This is an optimization exercise on Yosys and OpenROAD, whose aim is small area, a short achievable clock period and few clock cycles per item, not a production implementation. RTL that was checked went through simulation tests only; none was proved equivalent to the original. Power is estimated from default activity; no workload was simulated.

==> flow/design.v (excerpt) <==
module band_topk_balanced_selector (
    input  logic                 i_clk,
    input  logic                 i_rst_n,
    input  logic                 i_in_valid,
    output logic                 o_in_ready,
    input  logic [33:0]          i_in_data,
    output logic                 o_out_valid,
    input  logic                 i_out_ready,
    output logic [18:0]          o_out_data,
    input  logic                 i_cfg_valid,
    output logic                 o_cfg_ready,
    input  logic [bts_pkg::CFG_IDX_W-1:0] i_cfg_index,
    input  logic [bts_pkg::BAND_W-1:0]    i_cfg_data
);
For scale: roughly 4700 cells after synthesis, ~1100 flip-flops, ~77 I/O pins, ~54000 um^2 of cells after synthesis.
Settings: LEC_CHECK=0, CAP_MARGIN=20, CORE_MARGIN=2, CORE_UTILIZATION=50, SETUP_SLACK_MARGIN=4.5, SLEW_MARGIN=20; clock period 8.0 ns.
run.sh (not shown) runs the stock make flow with config.mk's settings and CLKGATE_MAP_FILE= SYNTH_SCRIPT=/design/flow/synth_recipe.tcl, a recipe that flattens the netlist after the stock synthesis.
The baseline went through all stages and came out clean.
Testbench counts at the start, summed over its fixed seeds: cycles 7,246, items 4,800.
Edit:
--- a/flow/design.v
+++ b/flow/design.v
@@ -172,30 +172,34 @@
                 r_band_low  <= i_cfg_data;
             end else begin
                 r_band_high <= i_cfg_data;
             end
         end
     end
     always_ff @(posedge i_clk) begin
         r_band_hm1 <= r_band_high - 15'd1;
         r_band_hnz <= (r_band_high != 15'd0);
     end
+    logic w_gl   [2][NS];
+    logic w_gr   [2][NS];
+    logic w_pre  [2][NS];
+    logic w_path [2][NS];
     logic w_e_live;       
     logic w_conflict;     
     logic w_acc, w_exec, w_mv;
     logic w_do_ins, w_do_drain, w_do_clear;
     always_comb begin
         w_e_live   = 1'b0;
         w_conflict = 1'b0;
         for (int j = 0; j < LIVE_P; j++) begin
             w_e_live = w_e_live || r_m[j];
-            if ((r_tx_neg == j[0]) && r_w[j % 2][NS - 1 - j / 2] && r_m[j]) w_conflict = 1'b1;
+            if (w_pre[j % 2][NS - 1 - j / 2] && r_m[j]) w_conflict = 1'b1;
         end
     end
     assign w_acc      = i_in_valid && r_rdy;
     assign w_exec     = r_txv && (!r_dbusy || r_tx_nop || (!r_tx_drain && !w_e_live) ||
                                   (r_tx_ins && !w_conflict));
     assign w_mv       = r_inv && (!r_txv || w_exec);
     assign w_do_ins   = r_txv && r_tx_ins && (!r_dbusy || !w_conflict);
     assign w_do_drain = r_txv && r_tx_drain && !r_dbusy;
     assign w_do_clear = r_txv && r_tx_clear && (!r_dbusy || !w_e_live);
     logic w_a_free;
@@ -236,24 +240,20 @@
         r_in_fresh <= w_a_free && !r_skv && w_acc;
         if (!r_skv) begin
             r_sk_kind <= i_in_data[33:32];
             r_sk_neg  <= i_in_data[31];
             r_sk_key  <= w_key;
             r_sk_idx  <= i_in_data[15:0];
         end
         r_sk_bok   <= w_sk_bok;
         r_sk_fresh <= !r_skv && w_acc && !w_a_free;
     end
-    logic w_gl   [2][NS];
-    logic w_gr   [2][NS];
-    logic w_pre  [2][NS];
-    logic w_path [2][NS];
     always_comb begin
         for (int h = 0; h < 2; h++) begin
             for (int i = 0; i < NS; i++) begin
                 w_gl[h][i]   = 1'b0;
                 w_gr[h][i]   = 1'b0;
                 w_path[h][i] = 1'b0;
             end
             for (int c = 0; c < NS; c++) begin
                 if (2 * c + 2 < NS) begin
                     w_gl[h][c] = r_w[h][2*c+1] && !r_s[h][c];
Die area is higher slightly.
Critical path depth is lower by 1.
Register-to-register slack loses 0.09 ns.
Total power is lower slightly.
Clock-buffer cell count is higher by 14.
Wire length is higher by roughly a tenth.
Via count is higher by a few percent.
Sequential power barely changes.
Function not checked in the second run of this note: the RTL went through the layout flow alone.


Setup of v6:
band_topk_balanced_selector again, from the RTL that the note above started with.
## band_topk_balanced_selector
module band_topk_balanced_selector (
    input  logic                 i_clk,
    input  logic                 i_rst_n,
    input  logic                 i_in_valid,
    output logic                 o_in_ready,
    input  logic [33:0]          i_in_data,
    output logic                 o_out_valid,
    input  logic                 i_out_ready,
    output logic [18:0]          o_out_data,
    input  logic                 i_cfg_valid,
    output logic                 o_cfg_ready,
    input  logic [bts_pkg::CFG_IDX_W-1:0] i_cfg_index,
    input  logic [bts_pkg::BAND_W-1:0]    i_cfg_data
);
export LEC_CHECK = 0
export CAP_MARGIN = 20
export CORE_MARGIN = 2
export CORE_UTILIZATION = 50
export PLACE_DENSITY = 0.7
export SETUP_SLACK_MARGIN = 5.0
export SLEW_MARGIN = 20
create_clock -name core_clock -period 8.0 [get_ports {i_clk}]
Testbench counts of v6, summed over its fixed seeds: cycles 7,246, items 4,800.
Inputs modified between v6 and v7:
--- a/flow/design.v
+++ b/flow/design.v
@@ -173,28 +173,32 @@
             end else begin
                 r_band_high <= i_cfg_data;
             end
         end
     end
     always_ff @(posedge i_clk) begin
         r_band_hm1 <= r_band_high - 15'd1;
         r_band_hnz <= (r_band_high != 15'd0);
     end
+    logic w_gl   [2][NS];
+    logic w_gr   [2][NS];
+    logic w_pre  [2][NS];
+    logic w_path [2][NS];
     logic w_e_live;       
     logic w_conflict;     
     logic w_acc, w_exec, w_mv;
     logic w_do_ins, w_do_drain, w_do_clear;
     always_comb begin
         w_e_live   = 1'b0;
         w_conflict = 1'b0;
         for (int j = 0; j < LIVE_P; j++) begin
             w_e_live = w_e_live || r_m[j];
-            if ((r_tx_neg == j[0]) && r_w[j % 2][NS - 1 - j / 2] && r_m[j]) w_conflict = 1'b1;
+            if (w_pre[j % 2][NS - 1 - j / 2] && r_m[j]) w_conflict = 1'b1;
         end
     end
     assign w_acc      = i_in_valid && r_rdy;
     assign w_exec     = r_txv && (!r_dbusy || r_tx_nop || (!r_tx_drain && !w_e_live) ||
                                   (r_tx_ins && !w_conflict));
     assign w_mv       = r_inv && (!r_txv || w_exec);
     assign w_do_ins   = r_txv && r_tx_ins && (!r_dbusy || !w_conflict);
     assign w_do_drain = r_txv && r_tx_drain && !r_dbusy;
     assign w_do_clear = r_txv && r_tx_clear && (!r_dbusy || !w_e_live);
@@ -237,22 +241,18 @@
         if (!r_skv) begin
             r_sk_kind <= i_in_data[33:32];
             r_sk_neg  <= i_in_data[31];
             r_sk_key  <= w_key;
             r_sk_idx  <= i_in_data[15:0];
         end
         r_sk_bok   <= w_sk_bok;
         r_sk_fresh <= !r_skv && w_acc && !w_a_free;
     end
-    logic w_gl   [2][NS];
-    logic w_gr   [2][NS];
-    logic w_pre  [2][NS];
-    logic w_path [2][NS];
     always_comb begin
         for (int h = 0; h < 2; h++) begin
             for (int i = 0; i < NS; i++) begin
                 w_gl[h][i]   = 1'b0;
                 w_gr[h][i]   = 1'b0;
                 w_path[h][i] = 1'b0;
             end
             for (int c = 0; c < NS; c++) begin
                 if (2 * c + 2 < NS) begin
==> comparison <==
Looking at the reports, v7 completed the entire flow and the layout it produced met the timing, DRC and antenna checks.
v7 vs v6 — final area rose 5.8%.
v7: sequential share of layout area 2.8 points below v6
| all-layer global routing usage | v7 vs v6 | 0.62 points higher |
| peak ir drop on the vdd network | v7 vs v6 | better |
Sort v7 and v6 by maximum number of pins on one net before global-route repair, descending, and v7 comes first.
Compared with v6, v7 shows smallest setup slack after layout lower by 0.31 ns.
Compare v7 and v6 | total power higher: v7
For v7, only the layout was checked, not whether the RTL still works.

separate check: timing with driven ports:
Ports are ideal in the flow. The routed layouts listed here were re-timed in OpenROAD. Step 1 sets driving cells, clkbuf_16 on the clock port and buf_2 on the other inputs (assumed; they add their load-dependent delay and slew). Step 2 moves the port delays by t, midway between the first and last clock arrival at a register: inputs arrive t later, outputs are due t later. That takes back most of the time a late clock gives input paths. Slacks: ideal / step 1 / step 2; pairs: ideal / step 1.
run | t, ns | slack for setup (ns) | worst data-port slew with drivers (ns)
the first run of note 1 | 0.801 | 4.533 / 4.533 / 3.969 | 0.07
the second run of note 1 | 0.800 | 4.445 / 4.445 / 4.025 | 0.06
v6 | 0.805 | 4.896 / 4.896 / 4.332 | 0.04
v7 | 0.791 | 4.586 / 4.586 / 4.396 | 0.05
After both steps setup and hold are still met in every run listed.
